This design comes from an exercise in tuning for small area, a short achievable clock period and few clock cycles per item on the open sky130 flow, not from production work. RTL that was checked went through simulation tests only; none was proved equivalent to the original. Power figures rest on the tool's default switching activity, not on a simulated workload.

== the baseline ==
==> flow/design.v (excerpt) <==
module output_eval_top (
	input logic clk,
	input logic reset,
	input logic wb_cyc_i,
	input logic wb_stb_i,
	input logic wb_we_i,
	input logic [99:0] wb_dat_i,
	output logic [58:0] wb_dat_o,
	output logic wb_ack_o
);
Size: ~2,600 cells after synthesis, ~140 flip-flops, roughly 170 I/O pins, about 0.021 sq mm of cells after synthesis.
Settings: LEC_CHECK=0, ABC_AREA=1, CAP_MARGIN=20, CORE_MARGIN=2, CORE_UTILIZATION=40, SETUP_SLACK_MARGIN=2.0, SLEW_MARGIN=20; clock period 7.5 ns.
run.sh (not shown) runs the stock make flow with config.mk's settings and CLKGATE_MAP_FILE= SYNTH_SCRIPT=/design/flow/synth_recipe.tcl, a recipe that flattens the netlist after the stock synthesis.
Testbench counts of the baseline, summed over its fixed seeds: cycles 6,400, items 3,200.
#### Input delta (the candidate over the baseline)
- SETUP_SLACK_MARGIN: 2.0 -> 3.0
==> comparison <==
The candidate reached the end of the flow, and the finished layout is clean on the timing, DRC and antenna checks. Looking at combined global-route utilization of all metal layers, the candidate sits above the baseline. The candidate: total length of routed met2 wires is 4.9% higher than what the baseline reported. Any difference in number of multi-input logic gates between the candidate and the baseline is small enough to ignore. The baseline vs the candidate, worst setup path startpoint: wb_dat_i[96] vs wb_dat_i[75]. The relative area change from synthesis to final layout in the candidate sits 9.3 points above the value recorded for the baseline. For the candidate, the critical path's slowest cell was fa_1, unlike the baseline, where it was clkdlybuf4s50_1. Per the comparison of the candidate with the baseline, met2 track utilization from global routing was more or less identical, share of final layout cell area taken by non-clock buffers went up 2.5 points, total power after layout moved up, endpoint required time on the critical path grew by 0.03 ns.


Another version of the RTL of output_eval_top (not shown whole).
For scale: ~2700 cells after synthesis, roughly 140 flip-flops, roughly 170 I/O pins, about 0.022 mm² of cells after synthesis.
==> flow/design.v (excerpt) <==
module output_eval_top (
	input logic clk,
	input logic reset,
	input logic wb_cyc_i,
	input logic wb_stb_i,
	input logic wb_we_i,
	input logic [99:0] wb_dat_i,
	output logic [58:0] wb_dat_o,
	output logic wb_ack_o
);
clock: 7.5 ns
lec_check: 0
abc_area: 1
cap_margin: 20
core_margin: 2
core_utilization: 40
setup_slack_margin: 3.0
slew_margin: 20
Testbench counts at the start, summed over its fixed seeds: cycles 6,400, items 3,200.
Change:
==> flow/flow/run.sh (new file) <==
#!/bin/bash
set -euo pipefail
export BUFFER_PORTS_ARGS="-buffer_cell sky130_fd_sc_hd__buf_2"
bash standard.sh > standard.log 2>&1
==> flow/standard.sh (new file) <==
#!/bin/bash
# synth_recipe.tcl (not shown) runs the flow's synth.tcl, then flattens the netlist and writes it again
# the make line also repeats each setting of config.mk as NAME=value (left out here)
make -C /OpenROAD-flow-scripts/flow DESIGN_CONFIG=/design/flow/config.mk WORK_HOME=/design/flow/orfs CLKGATE_MAP_FILE= SYNTH_SCRIPT=/design/flow/synth_recipe.tcl "${@:-finish}"
Settings changed: SETUP_SLACK_MARGIN 3.0 to 3.4.
removed: flow/run.sh
=> The changed run went through all stages and came out clean. Setup slack improved by 0.12 ns. Utilization rises by 5.0 points. Final area rises by 10%. Routed wire length rises by 7.5%. Worst hold slack got worse by 0.0033 ns. Register-to-register slack improved by 0.03 ns. Combinational power rises by 9.4%. Cell count rises by 3.7%.
Change:
Settings changed: SETUP_SLACK_MARGIN 3.4 to 3.0.
=>
- The changed run completed with no timing, DRC or antenna violations
- register-to-register slack is about the same
- via count decreases by 5.8%
- worst hold slack gains 0.0052 ns
- combinational power decreases by 12%
- final cell count decreases by 4.7%
- setup slack loses 0.079 ns


## trial 72
Another version of the RTL of output_eval_top (not shown whole).
Size in the first run: roughly 2800 cells after synthesis, about 170 I/O pins.
Settings: LEC_CHECK=0, ABC_AREA=1, CAP_MARGIN=20, CORE_MARGIN=2, CORE_UTILIZATION=40, SETUP_SLACK_MARGIN=3.0, SLEW_MARGIN=20; clock period 7.5 ns.
standard.sh (not shown) runs the stock make flow with config.mk's settings and CLKGATE_MAP_FILE= SYNTH_SCRIPT=/design/flow/synth_recipe.tcl, a recipe that flattens the netlist after the stock synthesis.
==> flow/flow/run.sh <==
#!/bin/bash
set -euo pipefail
export BUFFER_PORTS_ARGS="-buffer_cell sky130_fd_sc_hd__buf_2"
bash standard.sh > standard.log 2>&1
Trial 72 closes out successfully: all stages finished, all timing, DRC and antenna checks passed.
Inputs modified between trial 72 and trial 4:
- changing SETUP_SLACK_MARGIN from 3.0 to 3.3
--- outcome ---
Trial 4 finished every stage and its layout cleared the timing, DRC and antenna checks.
NOTE pin count of the biggest net entering global routing trial 72->trial 4 decreased by a little under 10%
Trial 4: final area about 14% above trial 72
Compared with trial 72, trial 4 shows cell-internal power that has gone up by more than 10%.
Comparing detailed-placement wirelength estimate for trial 4 and trial 72, the bigger number came from trial 4.
The wire length of trial 4 exceeds that of trial 72 by 10%.
Relative to trial 72, final clock period utilization by the worst path has decreased by 1.4 points in trial 4.
When trial 4 is measured against trial 72, its total power after layout turns out 15% higher.
Between trial 72 and trial 4, proportion of final cell area spent on non-clock buffers increased.
No run of this note included a check of the RTL's function; only the layout flow was run.


output_eval_top, a different RTL version from the one above (not shown whole).
For scale: roughly 130 flip-flops, roughly 170 I/O pins, about 0.020 mm² of cells after synthesis.
export LEC_CHECK = 0
export ABC_AREA = 1
export CAP_MARGIN = 20
export CORE_MARGIN = 2
export CORE_UTILIZATION = 40
export CTS_BUF_LIST = sky130_fd_sc_hd__clkbuf_4 sky130_fd_sc_hd__clkbuf_8
export SETUP_SLACK_MARGIN = 3.4
export SLEW_MARGIN = 20
create_clock -name core_clock -period 7.5 [get_ports {clk}]
==> flow/flow/run.sh <==
#!/bin/bash
set -euo pipefail
export BUFFER_PORTS_ARGS="-buffer_cell sky130_fd_sc_hd__buf_1"
bash standard.sh > standard.log 2>&1
The starting point finished clean.
Testbench counts at the start, summed over its fixed seeds: cycles 6,400, items 3,200.
Then changed:
--- a/flow/config.mk
+++ b/flow/config.mk
@@ -11,4 +11,4 @@
 export CORE_UTILIZATION = 40
 export CTS_BUF_LIST = sky130_fd_sc_hd__clkbuf_4 sky130_fd_sc_hd__clkbuf_8
-export SETUP_SLACK_MARGIN = 3.4
+export SETUP_SLACK_MARGIN = 3.1
 export SLEW_MARGIN = 20
- non-clock buffer count fell by 100
- wire length falls by 4.2%
- via count shrinks by 2.1%
- clock skew decreases by 0.0048 ns
- worst hold slack gains 0.0055 ns
- cell count fell by 2.9%
- combinational power came out lower by 11%
Then changed:
--- a/flow/config.mk
+++ b/flow/config.mk
@@ -11,4 +11,4 @@
 export CORE_UTILIZATION = 40
 export CTS_BUF_LIST = sky130_fd_sc_hd__clkbuf_4 sky130_fd_sc_hd__clkbuf_8
-export SETUP_SLACK_MARGIN = 3.1
+export SETUP_SLACK_MARGIN = 3.0
 export SLEW_MARGIN = 20
=>
- The new run passed the timing, DRC and antenna checks
- setup slack gets worse by 0.11 ns
- non-clock buffer count goes down by 12
- critical path depth goes up by 2
- routed wire length goes up by 2.7%
- utilization goes down by 0.73 points
- total power goes up by about 0.66%
- cell count goes down by 0.36%
- sequential share of layout area goes up by 0.27 points
- clock power goes up by 12%
- flip-flop and latch count is unchanged
- via count goes up by about 0.55%
Then changed:
--- a/flow/config.mk
+++ b/flow/config.mk
@@ -11,4 +11,4 @@
 export CORE_UTILIZATION = 40
 export CTS_BUF_LIST = sky130_fd_sc_hd__clkbuf_4 sky130_fd_sc_hd__clkbuf_8
-export SETUP_SLACK_MARGIN = 3.0
+export SETUP_SLACK_MARGIN = 3.2
 export SLEW_MARGIN = 20
Outcome:
- The new run passed the timing, DRC and antenna checks
- setup slack is better by 0.16 ns
- routed wire length rose by 0.33%
- die area does not change
- cell count came out higher by 1.9%
- via count increases by 0.49%
- non-clock buffer count goes up by 66
- utilization grows by 2.8 points
- clock skew barely changes
Then changed:
==> flow/flow/run.sh (replaced) <==
#!/bin/bash
set -euo pipefail
export BUFFER_PORTS_ARGS="-buffer_cell sky130_fd_sc_hd__buf_2"
bash standard.sh > standard.log 2>&1
--- a/flow/config.mk
+++ b/flow/config.mk
@@ -11,4 +11,4 @@
 export CORE_UTILIZATION = 40
 export CTS_BUF_LIST = sky130_fd_sc_hd__clkbuf_4 sky130_fd_sc_hd__clkbuf_8
-export SETUP_SLACK_MARGIN = 3.2
+export SETUP_SLACK_MARGIN = 3.0
 export SLEW_MARGIN = 20
Outcome:
- clock-buffer cell count climbs by 4
- worst setup slack loses 0.17 ns
- maximum frequency drops by a few percent
- routed wire length drops slightly
- non-clock buffer count drops by 67
- cell count drops slightly
- sequential cell count is unchanged


Setup of v17:
output_eval_top, a different RTL version from the one above (not shown whole).
Size: roughly 2600 cells after synthesis, about 140 flip-flops, roughly 170 I/O pins, roughly 21000 µm² of cells after synthesis.
clock: 7.5 ns
lec_check: 0
abc_area: 1
cap_margin: 20
core_margin: 2
core_utilization: 40
setup_slack_margin: 3.2
slew_margin: 20
==> flow/flow/run.sh <==
#!/bin/bash
set -euo pipefail
export BUFFER_PORTS_ARGS="-buffer_cell sky130_fd_sc_hd__buf_2"
bash standard.sh > standard.log 2>&1
Testbench counts of v17, summed over its fixed seeds: cycles 6,400, items 3,200.
#### Input delta (v34 over v17)
# v17
export LEC_CHECK = 0
export ABC_AREA = 1
export CAP_MARGIN = 20
export CORE_MARGIN = 2
export CORE_UTILIZATION = 40
export SETUP_SLACK_MARGIN = 3.2
export SLEW_MARGIN = 20
create_clock -name core_clock -period 7.5 [get_ports {clk}]
# v34
export LEC_CHECK = 0
export ABC_AREA = 1
export CAP_MARGIN = 20
export CORE_MARGIN = 2
export CORE_UTILIZATION = 40
export SETUP_SLACK_MARGIN = 3.0
export SLEW_MARGIN = 20
create_clock -name core_clock -period 7.5 [get_ports {clk}]
Findings:
v34: full flow OK, the timing, DRC and antenna checks passed
The total length of routed wires in v34 sits 1.0 mm below the value recorded for v17.
Actual transition at the worst max-transition pin: v34 vs v17 up 0.0098 ns
Between v34 and v17, it is v34 whose logic depth of the worst setup path including buffers is lower, by 5.
Input-level comparison between v51 and v34:
# v34
export LEC_CHECK = 0
export ABC_AREA = 1
export CAP_MARGIN = 20
export CORE_MARGIN = 2
export CORE_UTILIZATION = 40
export SETUP_SLACK_MARGIN = 3.0
export SLEW_MARGIN = 20
create_clock -name core_clock -period 7.5 [get_ports {clk}]
# v51
export LEC_CHECK = 0
export ABC_AREA = 1
export CAP_MARGIN = 20
export CORE_MARGIN = 2
export CORE_UTILIZATION = 60
export SETUP_SLACK_MARGIN = 3.0
export SLEW_MARGIN = 20
create_clock -name core_clock -period 7.5 [get_ports {clk}]
--- outcome ---
v51 ran to completion and came out clean on the timing, DRC and antenna checks.
Compared with v34, in v51 met3 track demand over resource increased by 1.0 points relative to the old numbers; proportion of power drawn by the clock network increased by 1.0 points relative to the old numbers.
Cmp v34 and v51 / hold slack / lower: v51
The worst setup path startpoint comes out wb_dat_i[60] in one run and wb_dat_i[63] in the other, namely in v34 and v51 respectively.
v51 contains more vias than v34.
Comparing v51 with v34, the critical path's largest stage delay came out essentially unchanged.
The following lists how v53 was set up differently from v51:
# v51
export LEC_CHECK = 0
export ABC_AREA = 1
export CAP_MARGIN = 20
export CORE_MARGIN = 2
export CORE_UTILIZATION = 60
export SETUP_SLACK_MARGIN = 3.0
export SLEW_MARGIN = 20
create_clock -name core_clock -period 7.5 [get_ports {clk}]
# v53
export LEC_CHECK = 0
export ABC_AREA = 1
export CAP_MARGIN = 20
export CORE_MARGIN = 2
export CORE_UTILIZATION = 60
export CTS_BUF_LIST = sky130_fd_sc_hd__clkbuf_4 sky130_fd_sc_hd__clkbuf_8
export SETUP_SLACK_MARGIN = 3.0
export SLEW_MARGIN = 20
create_clock -name core_clock -period 7.5 [get_ports {clk}]
==> summary.txt <==
Summary of v53 over v51: setup slack lost 0.013 ns, design area lost 1.3%, via count neither gained nor lost much, sequential fraction of total cell area picked up an extra 0.21 points.
v51 has lower proportion of total power due to net switching than v53.
Post-detailed-routing wire length, v51 and v53: higher on v51
v53 reports its type of the worst setup path as reg -> out while v51 reports in -> reg.

## static timing again, ports no longer ideal
No port has a modelled driver above. Below, the same layouts with a new extraction and two added sets of constraints.
Step 1 sets driving cells, clkbuf_16 on the clock port and buf_2 on the other inputs (assumed; they add their load-dependent delay and slew).
Step 2, shift: input delay + t, output delay - t, t = (earliest + latest rising clock arrival at the registers) / 2. This alone moves slack from input paths to output paths.
Slacks: ideal / step 1 / step 2; pairs: ideal / step 1.
run | t (ns) | slack for setup (ns) | cell pins on the clock port's net
the baseline | 0.502 | 2.176 / 2.200 / 1.697 | 1
the candidate | 0.533 | 3.011 / 2.962 / 2.437 | 1
the first run of note 2 | 0.508 | 3.038 / 3.064 / 2.556 | 1
the second run of note 2 | 0.502 | 3.161 / 3.109 / 2.649 | 1
the third run of note 2 | 0.532 | 3.081 / 3.056 / 2.551 | 1
trial 72 | 0.514 | 3.090 / 3.060 / 2.546 | 1
trial 4 | 0.532 | 3.196 / 3.187 / 2.654 | 1
the first run of note 4 | 0.604 | 3.316 / 3.259 / 2.684 | 1
the second run of note 4 | 0.607 | 3.172 / 3.133 / 2.526 | 1
the third run of note 4 | 0.596 | 3.064 / 3.033 / 2.437 | 1
the fourth run of note 4 | 0.595 | 3.219 / 3.203 / 2.609 | 1
the fifth run of note 4 | 0.597 | 3.052 / 3.078 / 2.481 | 1
v17 | 0.514 | 3.164 / 3.159 / 2.679 | 1
v34 | 0.514 | 3.096 / 3.038 / 2.524 | 1
v51 | 0.514 | 3.052 / 3.003 / 2.489 | 1
v53 | 0.560 | 3.039 / 2.989 / 2.462 | 1
After both steps every run listed still meets setup and hold. For the second run of note 4, which loses most, drivers alone change the setup slack by -0.039 ns; drivers and shift together by -0.646 ns.
